What follows belongs to an exercise in optimizing a design on an open flow for small area and a short achievable clock period; a production flow would make more cautious choices.
Function was checked by simulation only, so behaviour that the tests miss may differ from the original.
Power figures rest on the tool's default switching activity, not on a simulated workload.

==> inputs of wip/zinc <==
==> flow/design.v <==
`timescale 1ns/1ps
module exec_core (
    input  logic        clk,
    input  logic        reset,
    input  logic        instr_valid,
    input  logic [31:0] instr,
    input  logic [31:0] instr_pc,
    output logic        wb_valid,
    output logic [2:0]  wb_addr,
    output logic [31:0] wb_data,
    output logic        branch_taken,
    output logic [31:0] branch_target
);
    logic [31:0] regs [8];
    logic [3:0]  flags;                                  
    logic [31:0] p_q, g_q;                               
    logic        cin_q;
    logic        wr_q, fl_q, ar_q, br_q, bc_q;           
    logic        sr_q, sl_q;                             
    logic [4:0]  amt_q;
    logic [2:0]  dest_q;
    logic [3:0]  cond_q;
    logic [32:0] c;                                      
    logic [31:0] sum, sh, res;
    always_comb begin
        logic [31:0] gg, pp;
        gg = g_q;
        pp = p_q;
        gg[0] = g_q[0] | (p_q[0] & cin_q);
        for (int d = 1; d < 32; d = d * 2) begin
            logic [31:0] ng, np;
            ng = gg; np = pp;
            for (int i = d; i < 32; i++) begin
                ng[i] = gg[i] | (pp[i] & gg[i-d]);
                np[i] = pp[i] & pp[i-d];
            end
            gg = ng; pp = np;
        end
        c = {gg, cin_q};
    end
    assign sum = p_q ^ c[31:0];
    assign sh  = p_q >> amt_q;
    always_comb begin
        res = sum & {32{~(sr_q | sl_q)}};
        for (int i = 0; i < 32; i++)
            res[i] = res[i] | (sr_q & sh[i]) | (sl_q & sh[31-i]);
    end
    logic cond_ok;
    always_comb begin
        case (cond_q)
            4'd0:  cond_ok = flags[2];
            4'd1:  cond_ok = ~flags[2];
            4'd2:  cond_ok = flags[1];
            4'd3:  cond_ok = ~flags[1];
            4'd4:  cond_ok = flags[3];
            4'd5:  cond_ok = ~flags[3];
            4'd6:  cond_ok = flags[0];
            4'd7:  cond_ok = ~flags[0];
            4'd8:  cond_ok = flags[1] & ~flags[2];
            4'd9:  cond_ok = ~flags[1] | flags[2];
            4'd10: cond_ok = flags[3] == flags[0];
            4'd11: cond_ok = flags[3] != flags[0];
            default: cond_ok = 1'b0;
        endcase
    end
    assign wb_valid      = wr_q;
    assign wb_addr       = dest_q;
    assign wb_data       = res;
    assign branch_taken  = br_q & (~bc_q | cond_ok);
    assign branch_target = res;
    logic [6:0]  op;
    logic [15:0] imm;
    logic [2:0]  dest, op1, op2;
    assign op   = instr[31:25];
    assign dest = instr[24:22];
    assign op1  = instr[21:19];
    assign op2  = instr[18:16];
    assign imm  = instr[15:0];
    logic is_mov, is_movt, is_clr, is_set, is_lsl, is_lsr, is_not;
    logic is_b, is_bcond, is_br, is_bra;
    logic alu_fn, is_arith, is_sub, sh_big;
    assign is_mov   = op == 7'b0000000;
    assign is_movt  = op == 7'b0000001;
    assign is_clr   = op == 7'b0000010;
    assign is_set   = op == 7'b0000011;
    assign is_lsl   = op == 7'b0000100;
    assign is_lsr   = op == 7'b0000101;
    assign is_not   = op == 7'b0110110;
    assign is_b     = op == 7'b1100000;
    assign is_bcond = op == 7'b1100001;
    assign is_br    = op == 7'b1100010;
    assign is_bra   = is_b | is_bcond | is_br;
    assign alu_fn   = ~op[6] & op[4] & (op[2:0] != 3'd0) & (op[2:0] <= 3'd5);
    assign is_arith = alu_fn & ~op[2] & (op[1:0] != 2'b11);    
    assign is_sub   = is_arith & ~op[0];
    assign sh_big   = |imm[15:5];
    logic wr_en;
    assign wr_en = alu_fn | is_not | (op[6:3] == 4'b0000 & op[2:0] <= 3'd5);
    logic        use_dest, use_pc, use_rd2;
    logic [7:0]  dec_d, dec_1, dec_2, stale, sel1, sel2;
    logic        fwd1, fwd2;
    logic [31:0] a, b, bimm;
    assign use_dest = ~op[4] & ~op[2];                   
    assign use_pc   = op[6] & ~op[1];
    assign use_rd2  = op[5] & ~op[6];
    always_comb begin
        for (int i = 0; i < 8; i++) begin
            dec_d[i] = dest == i[2:0];
            dec_1[i] = op1 == i[2:0];
            dec_2[i] = op2 == i[2:0];
            stale[i] = wr_q & (dest_q == i[2:0]);
        end
        for (int i = 0; i < 8; i++) begin
            sel1[i] = ~use_pc & (use_dest ? dec_d[i] : dec_1[i]) & ~stale[i];
            sel2[i] = use_rd2 & dec_2[i] & ~stale[i];
        end
        fwd1 = ~use_pc & |((use_dest ? dec_d : dec_1) & stale);
        fwd2 = use_rd2 & |(dec_2 & stale);
    end
    always_comb begin
        a = ({32{fwd1}} & res) | ({32{use_pc}} & instr_pc);
        b = ({32{fwd2}} & res) | ({32{~use_rd2}} & bimm);
        for (int i = 0; i < 8; i++) begin
            a = a | ({32{sel1[i]}} & regs[i]);
            b = b | ({32{sel2[i]}} & regs[i]);
        end
    end
    always_comb begin
        if (op[6])       bimm = {{14{imm[15]}}, imm, 2'b00};    
        else if (~op[4]) bimm = {imm, imm};                      
        else             bimm = {16'd0, imm};
    end
    logic [3:0] tp_hi, tp_lo, tg;
    always_comb begin
        tp_hi = 4'b0000;                                 
        tg    = 4'b0000;
        if (is_arith | is_bra) begin
            tp_hi = is_sub ? 4'b1001 : 4'b0110;          
            tg    = is_sub ? 4'b0100 : 4'b1000;          
        end else if (alu_fn) begin
            case (op[2:0])
                3'd3:    tp_hi = 4'b1000;                
                3'd4:    tp_hi = 4'b1110;                
                default: tp_hi = 4'b0110;                
            endcase
        end
        if (is_not) tp_hi = 4'b0011;
        if (is_set) tp_hi = 4'b1111;
        if (is_lsr & ~sh_big) tp_hi = 4'b1100;           
        tp_lo = tp_hi;
        if (is_mov)  begin tp_hi = 4'b1100; tp_lo = 4'b1010; end
        if (is_movt) begin tp_hi = 4'b1010; tp_lo = 4'b1100; end
    end
    logic [31:0] p_d, g_d;
    always_comb begin
        for (int i = 0; i < 32; i++) begin
            p_d[i] = ((i >= 16) ? tp_hi[{a[i], b[i]}] : tp_lo[{a[i], b[i]}]) |
                     (is_lsl & ~sh_big & a[31-i]);                 
            g_d[i] = tg[{a[i], b[i]}];
        end
    end
    logic [31:0] wd;
    assign wd = res & {32{~reset}};
    always_ff @(posedge clk) begin
        for (int i = 0; i < 8; i++)
            if (reset | (wr_q & dest_q == i[2:0])) regs[i] <= wd;
    end
    always_ff @(posedge clk) begin
        if (reset) begin
            flags <= 4'd0;
            wr_q  <= 1'b0;
            br_q  <= 1'b0;
            fl_q  <= 1'b0;
        end else begin
            if (fl_q) begin
                flags[3] <= res[31];
                flags[2] <= res == 32'd0;
                if (ar_q) begin
                    flags[1] <= c[32];
                    flags[0] <= c[32] ^ c[31];
                end
            end
            wr_q <= instr_valid & wr_en;
            br_q <= instr_valid & is_bra;
            fl_q <= instr_valid & alu_fn & op[3];
        end
    end
    always_ff @(posedge clk) begin
        p_q    <= p_d;
        g_q    <= g_d;
        cin_q  <= is_sub;
        ar_q   <= is_arith;
        bc_q   <= is_bcond;
        sr_q   <= is_lsr & ~sh_big;
        sl_q   <= is_lsl & ~sh_big;
        amt_q  <= imm[4:0];
        dest_q <= dest;
        cond_q <= instr[24:21];
    end
endmodule
==> flow/flow/run.sh <==
#!/bin/bash
# Standard layout, with plain buffers on the ports and setup repair aimed below the clock period.
set -euo pipefail
bash standard.sh "BUFFER_PORTS_ARGS=-buffer_cell sky130_fd_sc_hd__buf_2" "SETUP_SLACK_MARGIN=7" finish > standard_flow.log 2>&1
==> flow/standard.sh <==
#!/bin/bash
# synth_recipe.tcl (not shown) runs the flow's synth.tcl, then flattens the netlist and writes it again
# the make line also repeats each setting of config.mk as NAME=value (left out here)
make -C /OpenROAD-flow-scripts/flow DESIGN_CONFIG=/design/flow/config.mk WORK_HOME=/design/flow/orfs CLKGATE_MAP_FILE= SYNTH_SCRIPT=/design/flow/synth_recipe.tcl "${@:-finish}"
==> flow/config.mk <==
export PLATFORM = sky130hd
export DESIGN_NAME = exec_core
export DESIGN_NICKNAME = exec_core
export VERILOG_FILES = /design/flow/design.v
export SDC_FILE = /design/flow/constraint.sdc
export NUM_CORES = 4
export LEC_CHECK = 0
export CAP_MARGIN = 20
export CORE_MARGIN = 2
export CORE_UTILIZATION = 40
export CTS_BUF_LIST = sky130_fd_sc_hd__clkbuf_4 sky130_fd_sc_hd__clkbuf_8
export PLACE_DENSITY = 0.6
export SLEW_MARGIN = 20
export TNS_END_PERCENT = 0
==> flow/constraint.sdc <==
create_clock -name core_clock -period 12.0 [get_ports {clk}]
set_input_delay 2.4000 -clock core_clock [delete_from_list [all_inputs] [get_ports {clk}]]
set_output_delay 2.4000 -clock core_clock [all_outputs]
set_load 0.01 [all_outputs]
==> wip/juniper (differences from wip/zinc) <==
--- a/flow/design.v
+++ b/flow/design.v
@@ -19,3 +19,3 @@
     logic        sr_q, sl_q;                             
-    logic [4:0]  amt_q;
+    logic [3:0]  sa_q, sb_q;                             
     logic [2:0]  dest_q;
@@ -41,3 +41,9 @@
     assign sum = p_q ^ c[31:0];
-    assign sh  = p_q >> amt_q;
+    logic [31:0] sh1;
+    always_comb begin
+        sh1 = '0;
+        sh  = '0;
+        for (int k = 0; k < 4; k++) sh1 = sh1 | ({32{sa_q[k]}} & (p_q >> k));
+        for (int k = 0; k < 4; k++) sh  = sh  | ({32{sb_q[k]}} & (sh1 >> (4 * k)));
+    end
     always_comb begin
@@ -148,3 +154,3 @@
         if (is_set) tp_hi = 4'b1111;
-        if (is_lsr & ~sh_big) tp_hi = 4'b1100;           
+        if (is_lsr & ~sh_big & ~imm[4]) tp_hi = 4'b1100;  
         tp_lo = tp_hi;
@@ -157,3 +163,6 @@
             p_d[i] = ((i >= 16) ? tp_hi[{a[i], b[i]}] : tp_lo[{a[i], b[i]}]) |
-                     (is_lsl & ~sh_big & a[31-i]);                 
+                     (is_lsl & ~sh_big & ~imm[4] & a[31-i]);
+            if (i < 16)
+                p_d[i] = p_d[i] | (is_lsr & ~sh_big & imm[4] & a[i+16]) |
+                                  (is_lsl & ~sh_big & imm[4] & a[15-i]);
             g_d[i] = tg[{a[i], b[i]}];
@@ -195,3 +204,6 @@
         sl_q   <= is_lsl & ~sh_big;
-        amt_q  <= imm[4:0];
+        for (int k = 0; k < 4; k++) begin
+            sa_q[k] <= imm[1:0] == k[1:0];
+            sb_q[k] <= imm[3:2] == k[1:0];
+        end
         dest_q <= dest;
==> flow/flow/run.sh (replaced) <==
#!/bin/bash
# Standard layout, with plain buffers on the ports, a clock tree of fewer, larger leaf clusters
# and setup repair aimed below the clock period.
set -euo pipefail
bash standard.sh "BUFFER_PORTS_ARGS=-buffer_cell sky130_fd_sc_hd__buf_2" "SETUP_SLACK_MARGIN=7" \
  "CTS_ARGS=-sink_clustering_enable -repair_clock_nets -sink_clustering_size 20 -sink_clustering_max_diameter 60 -buf_list {sky130_fd_sc_hd__clkbuf_8} -dont_use_dummy_load" \
  finish > standard_flow.log 2>&1
CORE_UTILIZATION = 55   (was 40)
CTS_BUF_LIST = default   (was sky130_fd_sc_hd__clkbuf_4 sky130_fd_sc_hd__clkbuf_8)
PLACE_DENSITY = 0.72   (was 0.6)
==> wip/pepper (differences from wip/zinc) <==
==> flow/flow/run.sh (replaced) <==
#!/bin/bash
# Standard layout, with plain buffers on the ports, a clock tree of fewer, larger leaf clusters
# and setup repair aimed below the clock period.
set -euo pipefail
bash standard.sh "BUFFER_PORTS_ARGS=-buffer_cell sky130_fd_sc_hd__buf_2" "SETUP_SLACK_MARGIN=7" \
  "CTS_ARGS=-sink_clustering_enable -repair_clock_nets -sink_clustering_size 30 -sink_clustering_max_diameter 80 -buf_list {sky130_fd_sc_hd__clkbuf_4 sky130_fd_sc_hd__clkbuf_8 sky130_fd_sc_hd__clkbuf_16} -dont_use_dummy_load" \
  finish > standard_flow.log 2>&1
CTS_BUF_LIST = default   (was sky130_fd_sc_hd__clkbuf_4 sky130_fd_sc_hd__clkbuf_8)
TNS_END_PERCENT = default   (was 0)
==> notes <==
- Clock skew: wip/zinc is lower than wip/pepper (19 ps).
- In wip/zinc the flip-flop and latch count is lower than in wip/juniper, by 3.
- Cell count is about the same in wip/pepper and wip/zinc.
- Worst setup slack, lowest first: wip/juniper, wip/zinc, wip/pepper.
- In wip/juniper the area after synthesis is smaller than in wip/pepper, by about 3%.
- Register-to-register slack: wip/juniper is better than wip/zinc (410 ps).
- Sequential share of layout area: wip/pepper < wip/zinc < wip/juniper.
- Of wip/zinc and wip/juniper, wip/zinc has the higher via count (gap 3.2%, measured against wip/juniper).
- Clock power, highest first: wip/zinc, wip/pepper, wip/juniper.

port drivers added, routing unchanged:
The flow's constraints put no driver on any port. The routed layouts listed below were extracted and timed again, unchanged, in two steps. Step 1 (the two cells are an assumption about what drives the block):
set clk [get_ports {clk}]
set_driving_cell -lib_cell sky130_fd_sc_hd__clkbuf_16 $clk
set_driving_cell -lib_cell sky130_fd_sc_hd__buf_2 [delete_from_list [all_inputs] $clk]
Step 2, shift: input delay + t, output delay - t, t = (earliest + latest rising clock arrival at the registers) / 2. This alone moves slack from input paths to output paths. Three values: ideal ports, drivers, drivers and shift; two values: the first two.
| run | shift t [ns] | setup WS [ns] | worst setup path after step 2 | latest minus earliest clock arrival (ns) | worst slew at a driven data input, ns |
|---|---|---|---|---|---|
| wip/zinc | 0.654 | 6.368 / 6.317 / 5.805 | input to register | 0.044 / 0.044 | 0.07 |
| wip/juniper | 0.683 | 6.356 / 6.306 / 5.746 | input to register | 0.102 / 0.102 | 0.05 |
| wip/pepper | 0.582 | 6.428 / 6.373 / 6.449 | input to register | 0.064 / 0.064 | 0.05 |
After both steps setup and hold are still met in every run listed. For wip/juniper, which loses most, drivers alone change the setup slack by -0.050 ns; drivers and shift together by -0.610 ns.
